Background: an optimization exercise with open tools, aiming at small area, a short achievable clock period and few clock cycles per item. Do not read the settings as production practice.
Power figures rest on the tool's default switching activity, not on a simulated workload.

==> flow/design.v (excerpt) <==
module source_token_scanner (
    input  logic        aclk,
    input  logic        aresetn,
    input  logic        s_valid,
    output logic        s_ready,
    input  logic [7:0]  s_char_code,
    input  logic        s_end_of_input,
    output logic        m_valid,
    input  logic        m_ready,
    output logic [4:0]  m_token_kind,
    output logic [31:0] m_start_pos,
    output logic [5:0]  m_token_length,
    output logic [30:0] m_int_value,
    output logic        m_leading_space,
    output logic        m_last_result
);
Settings: LEC_CHECK=0, CAP_MARGIN=20, CORE_MARGIN=2, CORE_UTILIZATION=45, PLACE_DENSITY=0.65, SETUP_SLACK_MARGIN=2.5, SLEW_MARGIN=20; clock period 5.5 ns.
standard.sh (not shown) runs the stock make flow with config.mk's settings and CLKGATE_MAP_FILE= SYNTH_SCRIPT=/design/flow/synth_recipe.tcl, a recipe that flattens the netlist after the stock synthesis.
==> flow/flow/run.sh <==
#!/bin/bash
# The standard layout, with buf_2 cells as the port buffers in place of the
# default delay-buffer cells, and a clock tree of clkbuf_8 cells without
# dummy balancing loads. Every tool's output goes to a log file here.
set -euo pipefail
export BUFFER_PORTS_ARGS="-buffer_cell sky130_fd_sc_hd__buf_2"
export CTS_ARGS="-sink_clustering_enable -repair_clock_nets -dont_use_dummy_load -sink_clustering_size 30 -sink_clustering_max_diameter 100 -buf_list sky130_fd_sc_hd__clkbuf_8"
bash standard.sh > standard_flow.log 2>&1
==> next run, changes <==
--- a/flow/design.v
+++ b/flow/design.v
@@ -226,54 +226,54 @@
                 KW_RETUR: if (c == CL_N) kw_n = KW_RETURN;
                 default:  kw_n = KW_NONE;
             endcase
         end
     end
     assign digits_n = (!in_word_q || digits_q) && c_digit;
     localparam int AW = 28;
     logic          acc_keep;
     logic          acc_fresh;
     logic [1:0]    lo_sum;
     logic          lo_cout;
-    logic          lo_cout_q;
-    logic          ovf_q;
     logic [AW-1:0] ha;
     logic [AW-1:0] hb;
-    logic [AW:0]   pg_g [6];
-    logic [AW:0]   pg_p [6];
+    logic [AW-1:0] pg_g [6];
+    logic [AW-1:0] pg_p [6];
+    logic [AW-1:0] hi_carry;
     logic [AW-1:0] hi_sum;
     logic [30:0]   prod;
     logic          ovf;
     assign acc_keep  = in_word_q && digits_q && c_digit;
     assign acc_fresh = !in_word_q && c_digit;
     assign lo_sum[0] = acc_q[0] ^ d[1];
     assign lo_sum[1] = acc_q[1] ^ d[2] ^ (acc_q[0] & d[1]);
-    assign lo_cout   = lo_cout_q;
+    assign lo_cout   = d[3] | (acc_q[1] & d[2]) | ((acc_q[1] | d[2]) & acc_q[0] & d[1]);
     assign ha        = acc_q[29:2];
     assign hb        = acc_q[27:0];
-    assign pg_g[0]   = {ha & hb, lo_cout};
-    assign pg_p[0]   = {ha ^ hb, 1'b0};
+    assign pg_g[0]   = ha & hb;
+    assign pg_p[0]   = ha ^ hb;
     for (genvar l = 0; l < 5; l++) begin : g_ks
-        for (genvar j = 0; j <= AW; j++) begin : g_pos
+        for (genvar j = 0; j < AW; j++) begin : g_pos
             if (j >= (1 << l)) begin : g_join
                 assign pg_g[l + 1][j] = pg_g[l][j] | (pg_p[l][j] & pg_g[l][j - (1 << l)]);
                 assign pg_p[l + 1][j] = pg_p[l][j] & pg_p[l][j - (1 << l)];
             end else begin : g_pass
                 assign pg_g[l + 1][j] = pg_g[l][j];
                 assign pg_p[l + 1][j] = pg_p[l][j];
             end
         end
     end
-    assign hi_sum    = pg_p[0][AW:1] ^ pg_g[5][AW-1:0];
+    assign hi_carry  = {pg_g[5][AW-2:0] | (pg_p[5][AW-2:0] & {(AW - 1){lo_cout}}), lo_cout};
+    assign hi_sum    = pg_p[0] ^ hi_carry;
     assign prod      = {hi_sum, lo_sum, d[0]};
-    assign ovf       = ovf_q;
+    assign ovf       = acc_q > 31'd214748364 || (acc_q == 31'd214748364 && d >= 4'd8);
     assign cmt_start = in_word_q && kw_q == KW_SLASH && c == CL_SLASH;
     assign la_gt     = !la_end && la == CL_GT;
     assign la_slash  = !la_end && la == CL_SLASH;
     assign ends      = la_end || la == CL_SPACE || la == CL_NEWLINE ||
                        la == CL_COMMA || la == CL_DOT || la == CL_LPAREN ||
                        la == CL_RPAREN || la == CL_LBRACE || la == CL_RBRACE ||
                        la == CL_COLON || la == CL_MINUS;
     always_comb begin
         found = 1'b0;
         kind  = stt_pkg::KIND_IDENT;
         case (c)
@@ -312,38 +312,22 @@
     logic        acc_hold;
     logic [30:0] acc_d;
     assign acc_ld_keep  = ld_word && acc_keep;
     assign acc_ld_sat   = acc_ld_keep && ovf;
     assign acc_ld_fresh = ld_word && acc_fresh;
     assign acc_hold     = !ld_word && !eof_load;
     assign acc_d        = {31{acc_ld_sat}} | ({31{acc_ld_keep}} & prod) |
                           ({31{acc_hold}} & acc_q) | ({31{acc_ld_fresh}} & 31'(d));
     always_ff @(posedge aclk) begin
         acc_q <= acc_d;
     end
-    function automatic logic low_carry(input logic [1:0] a, input logic [3:0] dd);
-        low_carry = dd[3] | (a[1] & dd[2]) | ((a[1] | dd[2]) & a[0] & dd[1]);
-    endfunction
-    logic [1:0] acc_n_lo;
-    assign acc_n_lo = acc_keep ? {lo_sum[0], d[0]} : (acc_fresh ? d[1:0] : 2'd0);
-    function automatic logic next_ovf(input logic [30:0] a, input logic [3:0] dc,
-                                      input logic [3:0] dn);
-        next_ovf = a >= 31'd21474837 ||
-                   (a == 31'd21474836 && (dc >= 4'd5 || (dc == 4'd4 && dn >= 4'd8)));
-    endfunction
-    always_ff @(posedge aclk) begin
-        if (go && !la_end) begin
-            lo_cout_q <= ld_word ? low_carry(acc_n_lo, h1n_q) : low_carry(acc_q[1:0], h1n_q);
-            ovf_q     <= ld_word && acc_keep && next_ovf(acc_q, d, h1n_q);
-        end
-    end
     always_ff @(posedge aclk) begin
         if (ld_first || eof_load) begin
             start_q <= pos_q;
         end
         if (eof_load) begin
             len_q   <= 6'd0;
             kind_q  <= stt_pkg::KIND_EOF;
             lead_q  <= 1'b0;
             last_q  <= 1'b1;
         end else if (ld_word) begin
             len_q   <= len_n;
The new run finished clean. Worst setup slack is worse by 0.14 ns. Core utilization rises by 0.74 points. Power drops by a few percent. Non-clock buffer count came out higher by 4. Final area is lower slightly. Synthesized cell count went down by a few percent.
No functional check of the RTL was part of any run of this note.

========
source_token_scanner, a different RTL version from the one above (not shown whole).
Size: ~810 cells after synthesis, about 130 flip-flops, roughly 91 I/O pins.
export LEC_CHECK = 0
export CAP_MARGIN = 20
export CORE_MARGIN = 2
export CORE_UTILIZATION = 45
export PLACE_DENSITY = 0.65
export SETUP_SLACK_MARGIN = 2.5
export SLEW_MARGIN = 20
create_clock -name core_clock -period 5.5 [get_ports {aclk}]
Scripts as last shown in full above: flow/flow/run.sh
Edit:
--- a/flow/design.v
+++ b/flow/design.v
@@ -225,53 +225,64 @@
                 KW_RETU:  if (c == CL_R) kw_n = KW_RETUR;
                 KW_RETUR: if (c == CL_N) kw_n = KW_RETURN;
                 default:  kw_n = KW_NONE;
             endcase
         end
     end
     assign digits_n = (!in_word_q || digits_q) && c_digit;
     localparam int AW = 28;
     logic          acc_keep;
     logic          acc_fresh;
     logic [1:0]    lo_sum;
     logic          lo_cout;
-    logic          lo_cout_q;
     logic [AW-1:0] ha;
     logic [AW-1:0] hb;
-    logic [AW:0]   pg_g [6];
-    logic [AW:0]   pg_p [6];
     logic [AW-1:0] hi_sum;
     logic [30:0]   prod;
     logic          ovf;
     assign acc_keep  = in_word_q && digits_q && c_digit;
     assign acc_fresh = !in_word_q && c_digit;
     assign lo_sum[0] = acc_q[0] ^ d[1];
     assign lo_sum[1] = acc_q[1] ^ d[2] ^ (acc_q[0] & d[1]);
-    assign lo_cout   = lo_cout_q;
+    assign lo_cout   = d[3] | (acc_q[1] & d[2]) | ((acc_q[1] | d[2]) & acc_q[0] & d[1]);
     assign ha        = acc_q[29:2];
     assign hb        = acc_q[27:0];
-    assign pg_g[0]   = {ha & hb, lo_cout};
-    assign pg_p[0]   = {ha ^ hb, 1'b0};
-    for (genvar l = 0; l < 5; l++) begin : g_ks
-        for (genvar j = 0; j <= AW; j++) begin : g_pos
-            if (j >= (1 << l)) begin : g_join
-                assign pg_g[l + 1][j] = pg_g[l][j] | (pg_p[l][j] & pg_g[l][j - (1 << l)]);
-                assign pg_p[l + 1][j] = pg_p[l][j] & pg_p[l][j - (1 << l)];
-            end else begin : g_pass
-                assign pg_g[l + 1][j] = pg_g[l][j];
-                assign pg_p[l + 1][j] = pg_p[l][j];
+    logic [AW:0] pg_g;
+    logic [AW:0] pg_p;
+    logic [AW:0] ng;
+    logic [AW:0] np;
+    always_comb begin
+        pg_g = {ha & hb, lo_cout};
+        pg_p = {ha ^ hb, 1'b0};
+        for (int j = 1; j <= AW; j += 2) begin
+            pg_g[j] = pg_g[j] | (pg_p[j] & pg_g[j - 1]);
+            pg_p[j] = pg_p[j] & pg_p[j - 1];
+        end
+        for (int l = 1; l < 5; l++) begin
+            ng = pg_g;
+            np = pg_p;
+            for (int j = 1; j <= AW; j += 2) begin
+                if (j >= (1 << l) + 1) begin
+                    ng[j] = pg_g[j] | (pg_p[j] & pg_g[j - (1 << l)]);
+                    np[j] = pg_p[j] & pg_p[j - (1 << l)];
+                end
             end
+            pg_g = ng;
+            pg_p = np;
+        end
+        for (int j = 2; j <= AW; j += 2) begin
+            pg_g[j] = pg_g[j] | (pg_p[j] & pg_g[j - 1]);
         end
     end
-    assign hi_sum    = pg_p[0][AW:1] ^ pg_g[5][AW-1:0];
+    assign hi_sum    = (ha ^ hb) ^ pg_g[AW-1:0];
     assign prod      = {hi_sum, lo_sum, d[0]};
     assign ovf       = acc_q > 31'd214748364 || (acc_q == 31'd214748364 && d >= 4'd8);
     assign cmt_start = in_word_q && kw_q == KW_SLASH && c == CL_SLASH;
     assign la_gt     = !la_end && la == CL_GT;
     assign la_slash  = !la_end && la == CL_SLASH;
     assign ends      = la_end || la == CL_SPACE || la == CL_NEWLINE ||
                        la == CL_COMMA || la == CL_DOT || la == CL_LPAREN ||
                        la == CL_RPAREN || la == CL_LBRACE || la == CL_RBRACE ||
                        la == CL_COLON || la == CL_MINUS;
     always_comb begin
         found = 1'b0;
         kind  = stt_pkg::KIND_IDENT;
@@ -310,34 +321,24 @@
     logic        acc_ld_fresh;
     logic        acc_hold;
     logic [30:0] acc_d;
     assign acc_ld_keep  = ld_word && acc_keep;
     assign acc_ld_sat   = acc_ld_keep && ovf;
     assign acc_ld_fresh = ld_word && acc_fresh;
     assign acc_hold     = !ld_word && !eof_load;
     assign acc_d        = {31{acc_ld_sat}} | ({31{acc_ld_keep}} & prod) |
                           ({31{acc_hold}} & acc_q) | ({31{acc_ld_fresh}} & 31'(d));
     always_ff @(posedge aclk) begin
         acc_q <= acc_d;
     end
-    function automatic logic low_carry(input logic [1:0] a, input logic [3:0] dd);
-        low_carry = dd[3] | (a[1] & dd[2]) | ((a[1] | dd[2]) & a[0] & dd[1]);
-    endfunction
-    logic [1:0] acc_n_lo;
-    assign acc_n_lo = acc_keep ? {lo_sum[0], d[0]} : (acc_fresh ? d[1:0] : 2'd0);
-    always_ff @(posedge aclk) begin
-        if (go && !la_end) begin
-            lo_cout_q <= ld_word ? low_carry(acc_n_lo, h1n_q) : low_carry(acc_q[1:0], h1n_q);
-        end
-    end
     always_ff @(posedge aclk) begin
         if (ld_first || eof_load) begin
             start_q <= pos_q;
         end
         if (eof_load) begin
             len_q   <= 6'd0;
             kind_q  <= stt_pkg::KIND_EOF;
             lead_q  <= 1'b0;
             last_q  <= 1'b1;
         end else if (ld_word) begin
             len_q   <= len_n;
             kind_q  <= kind;
What happened:
- via count went down by 8.8%
- fmax went down by 8.5%
- utilization went up by 1.5 points
- final area went down by 1.7%
- worst setup slack gets worse by 270 ps
No run of this note included a check of the RTL's function; only the layout flow was run.

[port drivers added, routing unchanged]
The results above use ideal ports. As a check the final layouts listed here were re-extracted and re-timed, cells and wires unchanged.
Step 1 sets driving cells, clkbuf_16 on the clock port and buf_2 on the other inputs (assumed; they add their load-dependent delay and slew).
Step 2 moves the port delays by t, midway between the first and last clock arrival at a register: inputs arrive t later, outputs are due t later. That takes back most of the time a late clock gives input paths.
Three values: ideal, step 1, step 2; two values: the first two.
run | t, ns | slack for setup (ns) | worst data-port slew with drivers (ns)
the first run of note 1 | 0.461 | 2.627 / 2.627 / 2.270 | 0.03
the second run of note 1 | 0.456 | 2.488 / 2.488 / 2.232 | 0.03
the first run of note 2 | 0.458 | 2.603 / 2.603 / 2.243 | 0.03
the second run of note 2 | 0.457 | 2.333 / 2.333 / 2.321 | 0.03
After both steps every run listed still meets setup and hold. The setup slack of the first run of note 2, which loses most, moves by 0.000 ns with the drivers and by -0.360 ns with both steps.
